This design comes from an exercise in tuning for small area, a short achievable clock period and few clock cycles on the open sky130 flow, not from production work. In this exercise RTL edits were held to simulation tests only and were not proved equivalent to the original.

## stepper_halfstep_controller_unit
module stepper_halfstep_controller_unit (
   input  logic        clock,
   input  logic        reset,
   input  logic        req_valid,
   output logic        req_ready,
   input  logic [2:0]  req_command,
   input  logic        req_motor,
   input  logic [31:0] req_step_count,
   input  logic [1:0]  req_switches_0,
   input  logic [1:0]  req_switches_1,
   output logic        rsp_valid,
   input  logic        rsp_ready,
   output logic [3:0]  rsp_coils_0,
   output logic [3:0]  rsp_coils_1,
   output logic [1:0]  rsp_status,
   output logic [31:0] rsp_position,
   output logic [31:0] rsp_steps_remaining,
   output logic [2:0]  rsp_motor_mode,
   output logic [1:0]  rsp_direction,
   output logic [15:0] rsp_current_period,
   input  logic        csr_we,
   input  logic [1:0]  csr_index,
   input  logic [15:0] csr_wdata
);
   localparam logic [1:0] REG_TARGET_0 = 2'd0;
   localparam logic [1:0] REG_TARGET_1 = 2'd1;
  ...
clock: 11.5 ns
lec_check: 0
cap_margin: 20
core_margin: 2
core_utilization: 40
cts_cluster_diameter: 130
cts_cluster_size: 26
slew_margin: 20
standard.sh (not shown) runs the stock make flow with config.mk's settings and CLKGATE_MAP_FILE= SYNTH_SCRIPT=/design/flow/synth_recipe.tcl, a recipe that flattens the netlist after the stock synthesis.
==> flow/flow/run.sh <==
#!/bin/bash
# The standard layout, with a tighter setup-repair target than the
# clock period (the SDC is unchanged) and plain buffers on the ports.
export SETUP_SLACK_MARGIN=7.4
export BUFFER_PORTS_ARGS="-buffer_cell sky130_fd_sc_hd__buf_1"
bash standard.sh > standard_run.log 2>&1
Testbench counts at the start, summed over its fixed seeds: cycles 24,016.
Then changed:
--- a/flow/flow/run.sh
+++ b/flow/flow/run.sh
@@ -4,3 +4,3 @@
 export SETUP_SLACK_MARGIN=7.4
-export BUFFER_PORTS_ARGS="-buffer_cell sky130_fd_sc_hd__buf_1"
+export BUFFER_PORTS_ARGS="-buffer_cell sky130_fd_sc_hd__buf_2"
 bash standard.sh > standard_run.log 2>&1
Settings changed: CTS_CLUSTER_DIAMETER 130 to unset, CTS_CLUSTER_SIZE 26 to unset.
Global-route usage grows by 0.58 points; clock-buffer cell count grows by 31; non-clock buffer count grows by 8; utilization grows by 2.2 points.
Then changed:
Settings changed: CTS_CLUSTER_DIAMETER set to 120, CTS_CLUSTER_SIZE set to 24.
The new run ran to the end with no violations.
Clock-buffer cell count went down by 28.
First-iteration DRC count drops by 1.4%.
Critical path depth decreases by 1.
Wire length is lower by 1.6%.
Worst hold slack improves by 0.0055 ns.
Via count went down by 1.5%.
Then changed:
--- a/flow/flow/run.sh
+++ b/flow/flow/run.sh
@@ -3,3 +3,3 @@
 # clock period (the SDC is unchanged) and plain buffers on the ports.
-export SETUP_SLACK_MARGIN=7.4
+export SETUP_SLACK_MARGIN=7.8
 export BUFFER_PORTS_ARGS="-buffer_cell sky130_fd_sc_hd__buf_2"
Settings changed: CTS_CLUSTER_DIAMETER 120 to unset, CTS_CLUSTER_SIZE 24 to unset.
The changed run finished clean.
Via count increases by 3.1%.
Sequential share of layout area decreases by 2.1 points.
Global-route usage increases by 0.92 points.

Setup of old:
Starting RTL as in the previous note.
export LEC_CHECK = 0
export CAP_MARGIN = 20
export CORE_MARGIN = 2
export CORE_UTILIZATION = 40
export CTS_CLUSTER_DIAMETER = 120
export CTS_CLUSTER_SIZE = 24
export SLEW_MARGIN = 20
create_clock -name core_clock -period 11.5 [get_ports {clock}]
==> flow/flow/run.sh <==
#!/bin/bash
# The standard layout, with a tighter setup-repair target than the
# clock period (the SDC is unchanged) and plain buffers on the ports.
export SETUP_SLACK_MARGIN=7.4
export BUFFER_PORTS_ARGS="-buffer_cell sky130_fd_sc_hd__buf_1"
bash standard.sh > standard_run.log 2>&1
Testbench counts of old, summed over its fixed seeds: cycles 24,016.
[inputs] new vs old
--- a/flow/flow/run.sh
+++ b/flow/flow/run.sh
@@ -4,3 +4,3 @@
 export SETUP_SLACK_MARGIN=7.4
-export BUFFER_PORTS_ARGS="-buffer_cell sky130_fd_sc_hd__buf_1"
+export BUFFER_PORTS_ARGS="-buffer_cell sky130_fd_sc_hd__buf_2"
 bash standard.sh > standard_run.log 2>&1
--- a/flow/config.mk
+++ b/flow/config.mk
@@ -10,4 +10,4 @@
 export CORE_UTILIZATION = 40
-export CTS_CLUSTER_DIAMETER = 120
-export CTS_CLUSTER_SIZE = 24
+export CTS_CLUSTER_DIAMETER = 130
+export CTS_CLUSTER_SIZE = 26
 export SLEW_MARGIN = 20
Findings:
| routed wire length | new vs old | 1.1% higher |
From old to new the numbers moved as follows: relative slew slack now smaller, core utilization now larger, met2 track utilization from global routing now smaller, share of the cycle needed by the critical path after routing now larger.
When new is measured against old, its met1 usage in global routing turns out 0.78 points higher.

==> re-timing with driven ports <==
The results above use ideal ports. As a check the final layouts listed here were re-extracted and re-timed, cells and wires unchanged.
Step 1 (the two cells are an assumption about what drives the block):
set clk [get_ports {clock}]
set_driving_cell -lib_cell sky130_fd_sc_hd__clkbuf_16 $clk
set_driving_cell -lib_cell sky130_fd_sc_hd__buf_2 [delete_from_list [all_inputs] $clk]
Step 2 moves the port delays by t, midway between the first and last clock arrival at a register: inputs arrive t later, outputs are due t later. That takes back most of the time a late clock gives input paths.
a / b / c = ideal ports / drivers / drivers and shift; a / b = the first two.
run | t, ns | setup slack, ns | clock arrival spread, ns | worst slew at a driven data input, ns | cell pins on the clock port's net
the first run of note 1 | 0.636 | 7.434 / 7.376 / 6.916 | 0.036 / 0.036 | 0.06 | 1
the second run of note 1 | 0.691 | 7.368 / 7.303 / 6.880 | 0.051 / 0.051 | 0.05 | 1
the third run of note 1 | 0.655 | 7.431 / 7.369 / 6.903 | 0.032 / 0.033 | 0.05 | 1
the fourth run of note 1 | 0.680 | 7.381 / 7.320 / 7.187 | 0.035 / 0.035 | 0.06 | 1
old | 0.649 | 7.440 / 7.394 / 6.942 | 0.043 / 0.043 | 0.05 | 1
new | 0.659 | 7.364 / 7.303 / 6.939 | 0.054 / 0.055 | 0.05 | 1
After both steps setup and hold are still met in every run listed. The setup slack of the third run of note 1, which loses most, moves by -0.062 ns with the drivers and by -0.528 ns with both steps.
